From an optimization exercise on the open Yosys and OpenROAD flow, aimed at small area and a short achievable clock period; shortcuts taken in it are not production practice.
Power and IR drop assume default switching activity.

Setup of the baseline:
==> module gfx_wbs_top, before the edit <==
module gfx_wbs_top
(
  input  logic                                  wbs_clk_i,
  input  logic                                  rst_i,
  input  logic                                  cs_i,
  input  logic                                  cyc_i,
  input  logic                                  stb_i,
  input  logic                                  we_i,
  input  logic [3:0]                            sel_i,
  input  logic [8-1:0]                 adr_i,
  input  logic [32-1:0]                dat_i,
  output logic                                  ack_o,
  output logic                                  err_o,
  output logic [32-1:0]                dat_o,
  input  logic                                  pipeline_ack_i,
  input  logic                                  writer_sint_i,
  input  logic                                  reader_sint_i,
  output logic                                  inta_o,
  output logic [32-1:0]                target_base_o,
  output logic [gfx_reg_pkg::POINT_W-1:0]       target_size_x_o,
  output logic [gfx_reg_pkg::POINT_W-1:0]       target_size_y_o,
  output logic [32-1:0]                dest_x_o,
  output logic [32-1:0]                dest_y_o,
  output logic [32-1:0]                color0_o,
  output logic [7:0]                            global_alpha_o,
  output logic [gfx_reg_pkg::CTRL_DEPTH_W-1:0]  color_depth_o,
  output logic                                  blending_enable_o,
  output logic                                  rect_write_o,
  output logic                                  line_write_o,
  output logic                                  point_write_o
);
  localparam int DEPTH = 16;
  localparam logic [2:0] R_CTRL  = 3'd0;
  localparam logic [2:0] R_ALPHA = 3'd1;
  logic       acc, acc32, wr_acc, rd_acc;
  logic [5:0] widx;
  logic       full;
  logic       push;
  logic       rd_ack_q;
  logic       rd_go;
  assign acc    = cs_i & cyc_i & stb_i;
  assign acc32  = &sel_i;
  assign wr_acc = acc & acc32 & we_i;
  assign rd_acc = acc & acc32 & ~we_i;
  assign widx   = adr_i[7:2];
  assign push  = wr_acc & ~full;
  assign ack_o = push | (rd_ack_q & rd_acc);
  assign err_o = acc & ~acc32;
  logic [3:0] enc_code;
  always_comb
  begin
    enc_code[3]   = (widx[5:4] == 2'b00) &
                    (widx[3] ? (widx[2:0] == 3'd0) : (widx[2:0] != 3'd1));
    enc_code[2:0] = widx[3] ? R_ALPHA : widx[2:0];
  end
  logic [35:0] mem [DEPTH];
  logic [4:0]  count;
  logic        pop;
  logic        drain_ok;
  logic [DEPTH-1:0] rd_sel;
  logic [35:0] head;
  assign full = count[4];
  assign pop  = drain_ok & (count != 5'd0);
  always_ff @(posedge wbs_clk_i)
  begin
    if (push)
    begin
      mem[0] <= {enc_code, dat_i};
      for (int i = 1; i < DEPTH; i++)
        mem[i] <= mem[i-1];
    end
  end
  always_ff @(posedge wbs_clk_i)
  begin
    if (rst_i)
      count <= '0;
    else
      count <= count + {4'd0, push} - {4'd0, pop};
  end
  always_comb
  begin
    head = '0;
    for (int i = 0; i < DEPTH; i++)
    begin
      rd_sel[i] = (count == 5'(i + 1));
      head = head | (mem[i] & {36{rd_sel[i]}});
    end
  end
  logic [31:11] control_hi;
  logic [7:0]  control_lo;
  logic [31:0] target_base_reg;
  logic [31:0] target_size_x_reg;
  logic [31:0] target_size_y_reg;
  logic [31:0] dest_x_reg;
  logic [31:0] dest_y_reg;
  logic [31:0] color0_reg;
  logic [31:0] alpha_reg;
  logic        busy;
  logic [7:0]  wsel;
  logic [31:0] wdat;
  always_comb
  begin
    for (int k = 0; k < 8; k++)
      wsel[k] = rst_i | (pop & head[35] & (head[34:32] == 3'(k)));
    wdat = head[31:0] & {32{~rst_i}};
  end
  always_ff @(posedge wbs_clk_i)
  begin
    if (wsel[R_CTRL])
    begin
      control_hi <= wdat[31:11];
      control_lo <= {wdat[7:1], head[0] | rst_i};
    end
    if (wsel[2]) target_base_reg   <= wdat;
    if (wsel[3]) target_size_x_reg <= wdat;
    if (wsel[4]) target_size_y_reg <= wdat;
    if (wsel[5]) dest_x_reg        <= wdat;
    if (wsel[6]) dest_y_reg        <= wdat;
    if (wsel[7]) color0_reg        <= wdat;
    if (wsel[R_ALPHA]) alpha_reg   <= head[31:0] | {32{rst_i}};
  end
  logic [2:0] draw_q;
  logic       cmd_active;
  always_ff @(posedge wbs_clk_i)
  begin
    draw_q <= (wsel[R_CTRL] & ~rst_i) ? head[10:8] : 3'b000;
  end
  assign cmd_active = |draw_q;
  always_ff @(posedge wbs_clk_i)
  begin
    if (rst_i)
      busy <= 1'b0;
    else if (busy)
      busy <= ~pipeline_ack_i;
    else
      busy <= cmd_active;
  end
  assign drain_ok = ~busy & ~cmd_active;
  always_ff @(posedge wbs_clk_i)
  begin
    inta_o <= ~rst_i & (writer_sint_i | reader_sint_i);
  end
  logic [31:0] rd_mux;
  logic [31:0] rd_dat_q;
  always_comb
  begin
    case (widx)
      6'd0: rd_mux = {control_hi, draw_q, control_lo};
      6'd1: rd_mux = {11'd0, count, 15'd0, busy};
      6'd2: rd_mux = target_base_reg;
      6'd3: rd_mux = target_size_x_reg;
      6'd4: rd_mux = target_size_y_reg;
      6'd5: rd_mux = dest_x_reg;
      6'd6: rd_mux = dest_y_reg;
      6'd7: rd_mux = color0_reg;
      6'd8: rd_mux = alpha_reg;
      default: rd_mux = '0;
    endcase
  end
  assign rd_go = rd_acc & ~rd_ack_q & ~rst_i;
  always_ff @(posedge wbs_clk_i)
  begin
    rd_ack_q <= rd_go;
    rd_dat_q <= rd_go ? rd_mux : 32'd0;
  end
  assign dat_o = rd_dat_q;
  assign target_base_o     = target_base_reg;
  assign target_size_x_o   = target_size_x_reg[15:0];
  assign target_size_y_o   = target_size_y_reg[15:0];
  assign dest_x_o          = dest_x_reg;
  assign dest_y_o          = dest_y_reg;
  assign color0_o          = color0_reg;
  assign global_alpha_o    = alpha_reg[7:0];
  assign color_depth_o     = control_lo[1:0];
  assign blending_enable_o = control_lo[2];
  assign rect_write_o  = draw_q[0];
  assign line_write_o  = draw_q[1] & ~draw_q[0];
  assign point_write_o = draw_q[2] & ~draw_q[1] & ~draw_q[0];
endmodule
Settings: LEC_CHECK=0, CAP_MARGIN=20, CORE_MARGIN=2, CORE_UTILIZATION=40, SETUP_SLACK_MARGIN=3, SLEW_MARGIN=20; clock period 6.0 ns.
run.sh (not shown) runs the stock make flow with config.mk's settings and CLKGATE_MAP_FILE= SYNTH_SCRIPT=/design/flow/synth_recipe.tcl, a recipe that flattens the netlist after the stock synthesis.
The baseline: flow completed, timing, DRC and antenna clean
Modified inputs, the candidate compared to the baseline
diff --git a/flow/design.v b/flow/design.v
--- a/flow/design.v
+++ b/flow/design.v
@@ -94,8 +94,10 @@
                     (widx[3] ? (widx[2:0] == 3'd0) : (widx[2:0] != 3'd1));
     enc_code[2:0] = widx[3] ? R_ALPHA : widx[2:0];
   end
   logic [35:0] mem [DEPTH];
+  logic [3:0]  wr_ptr;
+  logic [3:0]  rd_ptr;
   logic [4:0]  count;
   logic        pop;
   logic        drain_ok;
   logic [DEPTH-1:0] rd_sel;
@@ -103,28 +105,35 @@
   assign full = count[4];
   assign pop  = drain_ok & (count != 5'd0);
   always_ff @(posedge wbs_clk_i)
   begin
-    if (push)
-    begin
-      mem[0] <= {enc_code, dat_i};
-      for (int i = 1; i < DEPTH; i++)
-        mem[i] <= mem[i-1];
-    end
+    for (int i = 0; i < DEPTH; i++)
+      if (push & (wr_ptr == 4'(i)))
+        mem[i] <= {enc_code, dat_i};
   end
   always_ff @(posedge wbs_clk_i)
   begin
     if (rst_i)
-      count <= '0;
+    begin
+      wr_ptr <= '0;
+      rd_ptr <= '0;
+      count  <= '0;
+    end
     else
+    begin
+      if (push)
+        wr_ptr <= wr_ptr + 1'b1;
+      if (pop)
+        rd_ptr <= rd_ptr + 1'b1;
       count <= count + {4'd0, push} - {4'd0, pop};
+    end
   end
   always_comb
   begin
     head = '0;
     for (int i = 0; i < DEPTH; i++)
     begin
-      rd_sel[i] = (count == 5'(i + 1));
+      rd_sel[i] = (rd_ptr == 4'(i));
       head = head | (mem[i] & {36{rd_sel[i]}});
     end
   end
   logic [31:11] control_hi;
==> run summary <==
In the candidate the register-to-register slack turned out 30 ps lower than in the baseline.
Any difference in clock transition at the registers of the reported paths between the candidate and the baseline is small enough to ignore.
Looking at core utilization, the candidate sits 0.61 points below the baseline.
Taking the baseline as the reference, in the candidate met3 track utilization from global routing decreased 0.27 points, sequential share of cell area essentially unchanged, cell area increased 0.53%, layout sequential cell count increased 8.
The candidate has worst path arrival time above what the baseline had.
Die area, the baseline and the candidate, higher one = the candidate.
Function was not checked in any run of this note: the RTL went through the layout flow alone.

* * *

The RTL this note starts from:
==> flow/design.v <==
package gfx_reg_pkg;
  typedef enum logic [8-1:0]
  {
    CONTROL       = 8'h00,
    STATUS        = 8'h04,
    TARGET_BASE   = 8'h08,
    TARGET_SIZE_X = 8'h0C,
    TARGET_SIZE_Y = 8'h10,
    DEST_X        = 8'h14,
    DEST_Y        = 8'h18,
    COLOR0        = 8'h1C,
    ALPHA         = 8'h20
  } gfx_reg_e;
  localparam int POINT_W = 16;
  localparam int CTRL_DEPTH_LSB = 0;
  localparam int CTRL_DEPTH_W   = 2;
  localparam int CTRL_BLEND_BIT = 2;
  localparam int CTRL_RECT_BIT  = 8;
  localparam int CTRL_LINE_BIT  = 9;
  localparam int CTRL_POINT_BIT = 10;
  typedef struct packed
  {
    logic [15:0] count;
    logic [14:0] reserved;
    logic        busy;
  } gfx_status_t;
endpackage
package gfx_ctrl_pkg;
  typedef enum logic
  {
    IDLE = 1'b0,
    BUSY = 1'b1
  } gfx_seq_state_e;
  typedef enum logic [1:0]
  {
    NONE  = 2'd0,
    RECT  = 2'd1,
    LINE  = 2'd2,
    POINT = 2'd3
  } gfx_draw_cmd_e;
endpackage
module gfx_wb_ack
(
  input  logic       cs_i,
  input  logic       cyc_i,
  input  logic       stb_i,
  input  logic       we_i,
  input  logic [3:0] sel_i,
  input  logic       full_i,
  input  logic       rd_ack_q_i,
  output logic       ack_o,
  output logic       err_o
);
  logic acc;
  logic acc32;
  assign acc   = cs_i & cyc_i & stb_i;
  assign acc32 = &sel_i;
  assign ack_o = acc & acc32 & (we_i ? ~full_i : rd_ack_q_i);
  assign err_o = acc & ~acc32;
endmodule
module gfx_wbs_top
(
  input  logic                                  wbs_clk_i,
  input  logic                                  rst_i,
  input  logic                                  cs_i,
  input  logic                                  cyc_i,
  input  logic                                  stb_i,
  input  logic                                  we_i,
  input  logic [3:0]                            sel_i,
  input  logic [8-1:0]                 adr_i,
  input  logic [32-1:0]                dat_i,
  output logic                                  ack_o,
  output logic                                  err_o,
  output logic [32-1:0]                dat_o,
  input  logic                                  pipeline_ack_i,
  input  logic                                  writer_sint_i,
  input  logic                                  reader_sint_i,
  output logic                                  inta_o,
  output logic [32-1:0]                target_base_o,
  output logic [gfx_reg_pkg::POINT_W-1:0]       target_size_x_o,
  output logic [gfx_reg_pkg::POINT_W-1:0]       target_size_y_o,
  output logic [32-1:0]                dest_x_o,
  output logic [32-1:0]                dest_y_o,
  output logic [32-1:0]                color0_o,
  output logic [7:0]                            global_alpha_o,
  output logic [gfx_reg_pkg::CTRL_DEPTH_W-1:0]  color_depth_o,
  output logic                                  blending_enable_o,
  output logic                                  rect_write_o,
  output logic                                  line_write_o,
  output logic                                  point_write_o
);
  localparam int DEPTH = 16;
  localparam logic [2:0] R_CTRL  = 3'd0;
  localparam logic [2:0] R_ALPHA = 3'd1;
  logic       acc, acc32, wr_acc, rd_acc;
  logic [5:0] widx;
  logic       full;
  logic       push;
  logic       rd_ack_q;
  logic       rd_go;
  assign acc    = cs_i & cyc_i & stb_i;
  assign acc32  = &sel_i;
  assign wr_acc = acc & acc32 & we_i;
  assign rd_acc = acc & acc32 & ~we_i;
  assign widx   = adr_i[7:2];
  assign push  = wr_acc & ~full;
  gfx_wb_ack u_ack
  (
    .cs_i       (cs_i),
    .cyc_i      (cyc_i),
    .stb_i      (stb_i),
    .we_i       (we_i),
    .sel_i      (sel_i),
    .full_i     (full),
    .rd_ack_q_i (rd_ack_q),
    .ack_o      (ack_o),
    .err_o      (err_o)
  );
  logic [3:0] enc_code;
  always_comb
  begin
    enc_code[3]   = (widx[5:4] == 2'b00) &
                    (widx[3] ? (widx[2:0] == 3'd0) : (widx[2:0] != 3'd1));
    enc_code[2:0] = widx[3] ? R_ALPHA : widx[2:0];
  end
  logic [35:0] mem [DEPTH];
  logic [4:0]  count;
  logic        pop;
  logic        drain_ok;
  logic [DEPTH-1:0] rd_sel;
  logic [35:0] head;
  assign full = count[4];
  assign pop  = drain_ok & (count != 5'd0);
  always_ff @(posedge wbs_clk_i)
  begin
    if (push)
    begin
      mem[0] <= {enc_code, dat_i};
      for (int i = 1; i < DEPTH; i++)
        mem[i] <= mem[i-1];
    end
  end
  logic [4:0] count_inc;
  logic [4:0] count_dec;
  assign count_inc = count + 5'd1;
  assign count_dec = count - 5'd1;
  always_ff @(posedge wbs_clk_i)
  begin
    if (rst_i)
      count <= '0;
    else if (push & ~pop)
      count <= count_inc;
    else if (pop & ~push)
      count <= count_dec;
  end
  always_comb
  begin
    head = '0;
    for (int i = 0; i < DEPTH; i++)
    begin
      rd_sel[i] = (count == 5'(i + 1));
      head = head | (mem[i] & {36{rd_sel[i]}});
    end
  end
  logic [31:11] control_hi;
  logic [7:0]  control_lo;
  logic [31:0] target_base_reg;
  logic [31:0] target_size_x_reg;
  logic [31:0] target_size_y_reg;
  logic [31:0] dest_x_reg;
  logic [31:0] dest_y_reg;
  logic [31:0] color0_reg;
  logic [31:0] alpha_reg;
  logic        busy;
  logic [7:0]  wsel;
  logic [31:0] wdat;
  always_comb
  begin
    for (int k = 0; k < 8; k++)
      wsel[k] = rst_i | (pop & head[35] & (head[34:32] == 3'(k)));
    wdat = head[31:0] & {32{~rst_i}};
  end
  always_ff @(posedge wbs_clk_i)
  begin
    if (wsel[R_CTRL])
    begin
      control_hi <= wdat[31:11];
      control_lo <= {wdat[7:1], head[0] | rst_i};
    end
    if (wsel[2]) target_base_reg   <= wdat;
    if (wsel[3]) target_size_x_reg <= wdat;
    if (wsel[4]) target_size_y_reg <= wdat;
    if (wsel[5]) dest_x_reg        <= wdat;
    if (wsel[6]) dest_y_reg        <= wdat;
    if (wsel[7]) color0_reg        <= wdat;
    if (wsel[R_ALPHA]) alpha_reg   <= head[31:0] | {32{rst_i}};
  end
  logic [2:0] draw_q;
  logic       cmd_active;
  always_ff @(posedge wbs_clk_i)
  begin
    draw_q <= (wsel[R_CTRL] & ~rst_i) ? head[10:8] : 3'b000;
  end
  assign cmd_active = |draw_q;
  always_ff @(posedge wbs_clk_i)
  begin
    if (rst_i)
      busy <= 1'b0;
    else if (busy)
      busy <= ~pipeline_ack_i;
    else
      busy <= cmd_active;
  end
  assign drain_ok = ~busy & ~cmd_active;
  always_ff @(posedge wbs_clk_i)
  begin
    inta_o <= ~rst_i & (writer_sint_i | reader_sint_i);
  end
  logic [31:0] rd_mux;
  logic [31:0] rd_dat_q;
  always_comb
  begin
    case (widx)
      6'd0: rd_mux = {control_hi, draw_q, control_lo};
      6'd1: rd_mux = {11'd0, count, 15'd0, busy};
      6'd2: rd_mux = target_base_reg;
      6'd3: rd_mux = target_size_x_reg;
      6'd4: rd_mux = target_size_y_reg;
      6'd5: rd_mux = dest_x_reg;
      6'd6: rd_mux = dest_y_reg;
      6'd7: rd_mux = color0_reg;
      6'd8: rd_mux = alpha_reg;
      default: rd_mux = '0;
    endcase
  end
  assign rd_go = rd_acc & ~rd_ack_q & ~rst_i;
  always_ff @(posedge wbs_clk_i)
  begin
    rd_ack_q <= rd_go;
    rd_dat_q <= rd_go ? rd_mux : 32'd0;
  end
  assign dat_o = rd_dat_q;
  assign target_base_o     = target_base_reg;
  assign target_size_x_o   = target_size_x_reg[15:0];
  assign target_size_y_o   = target_size_y_reg[15:0];
  assign dest_x_o          = dest_x_reg;
  assign dest_y_o          = dest_y_reg;
  assign color0_o          = color0_reg;
  assign global_alpha_o    = alpha_reg[7:0];
  assign color_depth_o     = control_lo[1:0];
  assign blending_enable_o = control_lo[2];
  assign rect_write_o  = draw_q[0];
  assign line_write_o  = draw_q[1] & ~draw_q[0];
  assign point_write_o = draw_q[2] & ~draw_q[1] & ~draw_q[0];
endmodule
export LEC_CHECK = 0
export CAP_MARGIN = 20
export CORE_MARGIN = 2
export CORE_UTILIZATION = 65
export SLEW_MARGIN = 20
export SYNTH_HIERARCHICAL = 1
export SYNTH_MINIMUM_KEEP_SIZE = 0
create_clock -name core_clock -period 6.0 [get_ports {wbs_clk_i}]
standard.sh (not shown) runs the stock make flow with config.mk's settings and CLKGATE_MAP_FILE= SYNTH_SCRIPT=/design/flow/synth_recipe.tcl, a recipe that flattens the netlist after the stock synthesis.
==> flow/flow/run.sh <==
#!/bin/bash
# Standard ORFS layout with these changes:
# - synthesis maps logic with ABC's default script instead of ORFS's speed
#   script (registers are mapped before ABC runs, so they are unchanged),
#   and takes the small gfx_wb_ack module (bus ack/err, the only paths from
#   inputs to outputs) from a hand-mapped netlist, flow/ack_cells.v;
# - smaller port buffers;
# - a clock tree from clock buffers in larger clusters, without dummy loads;
# - timing repair aimed at a shorter period than the clock's.
# Each tool's output is in standard.log and orfs/logs/.
set -uo pipefail
MARGIN=$(cat flow/margin.txt 2>/dev/null || echo 3)
sed 's|log_cmd abc {\*}\$abc_args|log_cmd abc {*}[lrange $abc_args 2 end]|' \
  "$FLOW_HOME/scripts/synth.tcl" > synth_core.tcl
grep -q 'lrange $abc_args 2 end' synth_core.tcl || { echo "synth.tcl patch failed"; exit 1; }
awk -v core="$PWD/synth_core.tcl" -v ack="$PWD/flow/ack_cells.v" '
  /SCRIPTS_DIR\)\/synth.tcl/ { print "source " core; print "delete gfx_wb_ack"; print "read_verilog " ack; print "hierarchy -top $::env(DESIGN_NAME)"; next }
  { print }' synth_recipe.tcl > synth_own.tcl
bash standard.sh SYNTH_SCRIPT=$PWD/synth_own.tcl \
  BUFFER_PORTS_ARGS="-buffer_cell sky130_fd_sc_hd__buf_1" \
  CTS_ARGS="-sink_clustering_enable -repair_clock_nets -dont_use_dummy_load -sink_clustering_size 20 -sink_clustering_max_diameter 80 -buf_list {sky130_fd_sc_hd__clkbuf_8 sky130_fd_sc_hd__clkbuf_16}" \
  SETUP_SLACK_MARGIN=$MARGIN \
  finish > standard.log 2>&1
Other scripts of this flow, unchanged in this note and not shown: flow/flow/ack_cells.v, flow/flow/margin.txt
Next try:
--- a/flow/design.v
+++ b/flow/design.v
@@ -153,12 +153,22 @@
     else if (pop & ~push)
       count <= count_dec;
   end
+  logic [3:0] hidx;
+  always_ff @(posedge wbs_clk_i)
+  begin
+    if (rst_i)
+      hidx <= 4'hF;
+    else if (push & ~pop)
+      hidx <= hidx + 4'd1;
+    else if (pop & ~push)
+      hidx <= hidx - 4'd1;
+  end
   always_comb
   begin
     head = '0;
     for (int i = 0; i < DEPTH; i++)
     begin
-      rd_sel[i] = (count == 5'(i + 1));
+      rd_sel[i] = (hidx == 4'(i));
       head = head | (mem[i] & {36{rd_sel[i]}});
     end
   end
The changed run passed the timing, DRC and antenna checks.
Area after synthesis stays flat.
Clock power hardly moves.
Global-route usage drops by 1.1 points.
Total power drops by 1.8%.
Final area drops by 0.30%.
Maximum frequency climbs by 2.0%.
Setup slack improved by 0.061 ns.
Via count drops by 2.4%.
Count of clock-buffer cells in the layout is unchanged.
Function was not checked in any run of this note: the RTL went through the layout flow alone.

## what the ideal ports hide
The flow's constraints put no driver on any port. The routed layouts listed below were extracted and timed again, unchanged, in two steps. Step 1: set_driving_cell puts a clkbuf_16 on wbs_clk_i and a buf_2 on each other input, an assumption about the parent block. Step 2 moves the port delays by t, midway between the first and last clock arrival at a register: inputs arrive t later, outputs are due t later. That takes back most of the time a late clock gives input paths. a / b / c = ideal ports / drivers / drivers and shift; a / b = the first two.
run | shift t [ns] | setup slack, ns | worst slew at a driven data input, ns
the baseline | 0.712 | 2.904 / 2.852 / 2.350 | 0.10
the candidate | 0.711 | 2.866 / 2.838 / 2.376 | 0.18
the first run of note 2 | 0.657 | 2.912 / 2.856 / 2.460 | 0.07
the second run of note 2 | 0.657 | 2.973 / 2.964 / 2.404 | 0.04
After both steps every run listed still meets setup and hold. The setup slack of the second run of note 2, which loses most, moves by -0.009 ns with the drivers and by -0.569 ns with both steps.
